This design comes from an exercise in tuning for a short achievable clock period on the open sky130 flow, not from production work. In this exercise RTL edits were held to simulation tests only and were not proved equivalent to the original. No driver is modelled on the clock port, so clocking that relies on it looks cheaper here than on a real chip.

==> module mem_stage, before the edit <==
module mem_stage #(
    parameter int DEPTH  = 256,
    parameter int ADDR_W = 8
) (
    input  logic        clk,
    input  logic        rst,
    input  logic [37:0] pipeline_reg_in,
    input  logic        stall,
    output logic [36:0] pipeline_reg_out,
    output logic [2:0]  mem_op_dest,
    output logic        mem_wb_en,
    output logic [15:0] store_count,
    output logic        mem_addr_err
);
    logic [15:0]       alu_result_s;
    logic              mem_write_en_s;
    logic [15:0]       mem_write_data_s;
    logic              wb_result_mux_s;
    logic [ADDR_W-1:0] addr_s;
    logic [15:0]       half_s [2];
    logic              oob_s;
    logic              store_en_s;
    logic              fwd_s;
    logic [15:0] mem_r [DEPTH];
    logic [20:0] out_r;      
    logic [15:0] half_r [2];  
    logic [15:0] load_data_r;
    assign load_data_r = half_r[0] | half_r[1];
    logic [15:0] count_r;
    logic              wbuf_valid_r;
    logic [ADDR_W-1:0] wbuf_addr_r;
    logic [15:0]       wbuf_data_r;
    assign alu_result_s     = pipeline_reg_in[37:22];
    assign mem_write_en_s   = pipeline_reg_in[21];
    assign mem_write_data_s = pipeline_reg_in[20:5];
    assign wb_result_mux_s  = pipeline_reg_in[0];
    assign addr_s           = alu_result_s[ADDR_W-1:0];
    assign fwd_s            = wbuf_valid_r && (wbuf_addr_r == addr_s);
    assign mem_op_dest = pipeline_reg_in[3:1];
    assign mem_wb_en   = pipeline_reg_in[4];
    always_comb begin
        oob_s = 1'b0;
        oob_s = ((alu_result_s >> ADDR_W) != 16'd0) && (mem_write_en_s || wb_result_mux_s) && !stall;
        store_en_s = mem_write_en_s && !stall && !rst && !oob_s;
    end
    always_comb begin
        for (int h = 0; h < 2; h++) begin
            half_s[h] = 16'h0000;
            if (!oob_s && addr_s[ADDR_W-1] == 1'(h)) begin
                half_s[h] = fwd_s ? wbuf_data_r : mem_r[{1'(h), addr_s[ADDR_W-2:0]}];
            end
        end
    end
    always_ff @(posedge clk) begin
        wbuf_valid_r <= store_en_s;
        wbuf_addr_r  <= addr_s;
        wbuf_data_r  <= mem_write_data_s;
        if (wbuf_valid_r) begin
            mem_r[wbuf_addr_r] <= wbuf_data_r;
        end
    end
    always_ff @(posedge clk) begin
        if (rst) begin
            half_r[0] <= 16'd0;
            half_r[1] <= 16'd0;
            out_r     <= 21'd0;
            count_r   <= 16'd0;
        end else if (stall) begin
            half_r[0] <= load_data_r;
            half_r[1] <= 16'd0;
        end else begin
            half_r[0] <= half_s[0];
            half_r[1] <= half_s[1];
            out_r     <= {alu_result_s, pipeline_reg_in[4:0]};
            if (store_en_s) begin
                count_r <= count_r + 16'd1;
            end
        end
    end
    logic err_r;
    always_ff @(posedge clk) begin
        if (rst) begin
            err_r <= 1'b0;
        end else if (oob_s) begin
            err_r <= 1'b1;
        end
    end
    assign mem_addr_err = err_r;
    assign pipeline_reg_out = {load_data_r, out_r};
    assign store_count      = count_r;
endmodule
==> flow/config.mk <==
export PLATFORM = sky130hd
export DESIGN_NAME = mem_stage
export DESIGN_NICKNAME = mem_stage
export VERILOG_FILES = /design/flow/design.v
export SDC_FILE = /design/flow/constraint.sdc
export NUM_CORES = 4
export LEC_CHECK = 0
export ABC_CLOCK_PERIOD_IN_PS = 2500
export CAP_MARGIN = 20
export CORE_MARGIN = 2
export CORE_UTILIZATION = 40
export SLEW_MARGIN = 20
==> flow/constraint.sdc <==
create_clock -name core_clock -period 6.0 [get_ports {clk}]
set_input_delay 1.2000 -clock core_clock [delete_from_list [all_inputs] [get_ports {clk}]]
set_output_delay 1.2000 -clock core_clock [all_outputs]
set_load 0.01 [all_outputs]
standard.sh (not shown) runs the stock make flow with config.mk's settings and CLKGATE_MAP_FILE= SYNTH_SCRIPT=/design/flow/synth_recipe.tcl, a recipe that flattens the netlist after the stock synthesis.
==> flow/flow/run.sh <==
#!/bin/bash
set -euo pipefail
M=${MARGIN:-3.3}
F="MATCH_CELL_FOOTPRINT=0"
export EXTRA_MARGINS="2.9 3.1 3.3"
export EXTRA_MARGINS_GRT="3.0 3.2 3.4"
bash standard.sh synth > synth.log 2>&1
bash standard.sh $F SETUP_SLACK_MARGIN=0 floorplan > floorplan.log 2>&1
bash standard.sh $F SETUP_SLACK_MARGIN=0 place > place.log 2>&1
bash standard.sh $F "POST_CTS_TCL=$PWD/flow/post_cts.tcl" SETUP_SLACK_MARGIN=$M TNS_END_PERCENT=5 cts > cts.log 2>&1
bash standard.sh $F "POST_GLOBAL_ROUTE_TCL=$PWD/flow/post_grt.tcl" SETUP_SLACK_MARGIN=$M TNS_END_PERCENT=5 route > route.log 2>&1
bash standard.sh $F SETUP_SLACK_MARGIN=$M finish > finish.log 2>&1
==> flow/flow/post_cts.tcl <==
# Extra setup repair after CTS (sourced by ORFS's cts.tcl through POST_CTS_TCL).
# The port buffers that buffer_ports inserts are delay-cell sized; give them a
# plain buffer first, then repair setup in rounds of rising margin so that each
# round works on the paths that are worst at that point.
foreach inst [get_cells -quiet {input* output*}] {
  set ref [get_property $inst ref_name]
  if {[string match "sky130_fd_sc_hd__clkdlybuf*" $ref] || [string match "sky130_fd_sc_hd__dlymetal*" $ref]
      || [string match "sky130_fd_sc_hd__dlygate*" $ref] || [string match "sky130_fd_sc_hd__buf_1" $ref]} {
    replace_cell $inst sky130_fd_sc_hd__buf_8
  }
}
estimate_parasitics -placement
report_worst_slack -max
foreach m $::env(EXTRA_MARGINS) {
  repair_timing -setup -setup_margin $m -repair_tns 100 -max_passes 200 -verbose
  report_worst_slack -max
}
set result [catch { detailed_placement } msg]
if { $result != 0 } {
  error "Detailed placement failed after extra repair: $msg"
}
check_placement -verbose
estimate_parasitics -placement
report_worst_slack -max
==> flow/flow/post_grt.tcl <==
# Extra setup repair after global routing (sourced by ORFS's global_route.tcl
# through POST_GLOBAL_ROUTE_TCL), on global-route parasitics and over every
# violating endpoint, in rounds of rising margin; then legalize and reroute the
# nets that changed.
estimate_parasitics -global_routing
report_worst_slack -max
foreach m $::env(EXTRA_MARGINS_GRT) {
  repair_timing -setup -setup_margin $m -repair_tns 100 -max_passes 200 -verbose
  report_worst_slack -max
}
global_route -start_incremental
detailed_placement
global_route -end_incremental
estimate_parasitics -global_routing
report_worst_slack -max
Rerun with:
--- a/flow/design.v
+++ b/flow/design.v
@@ -25,6 +25,4 @@
     logic [20:0] out_r;      
     logic [15:0] half_r [2];  
-    logic [15:0] load_data_r;
-    assign load_data_r = half_r[0] | half_r[1];
     logic [15:0] count_r;
     logic              wbuf_valid_r;
@@ -66,8 +64,5 @@
             out_r     <= 21'd0;
             count_r   <= 16'd0;
-        end else if (stall) begin
-            half_r[0] <= load_data_r;
-            half_r[1] <= 16'd0;
-        end else begin
+        end else if (!stall) begin
             half_r[0] <= half_s[0];
             half_r[1] <= half_s[1];
@@ -87,5 +82,5 @@
     end
     assign mem_addr_err = err_r;
-    assign pipeline_reg_out = {load_data_r, out_r};
+    assign pipeline_reg_out = {half_r[0] | half_r[1], out_r};
     assign store_count      = count_r;
 endmodule
Outcome:
- final area rose by 0.38%
- utilization rose by 0.15 points
- clock-buffer cell count fell by 26
- setup slack gains 0.014 ns
- routed wire length rose by 5.3%
- via count rose by 4.2%
- sequential cell count stays the same
- hold slack loses 0.035 ns
- final cell count rose by 2.6%

[separate check: timing with driven ports]
The results above use ideal ports. As a check the final layouts listed here were re-extracted and re-timed, cells and wires unchanged.
Step 1 sets driving cells, clkbuf_16 on the clock port and buf_2 on the other inputs (assumed; they add their load-dependent delay and slew).
Step 2, shift: input delay + t, output delay - t, t = (earliest + latest rising clock arrival at the registers) / 2. This alone moves slack from input paths to output paths.
Three values: ideal ports, drivers, drivers and shift; two values: the first two.
run | shift t [ns] | setup WS [ns] | latest minus earliest clock arrival (ns)
the first run | 1.039 | 2.953 / 2.755 / 1.716 | 0.108 / 0.108
the second run | 1.084 | 2.967 / 2.858 / 1.864 | 0.066 / 0.066
After both steps setup and hold are still met in every run listed. The setup slack of the first run, which loses most, moves by -0.198 ns with the drivers and by -1.237 ns with both steps.
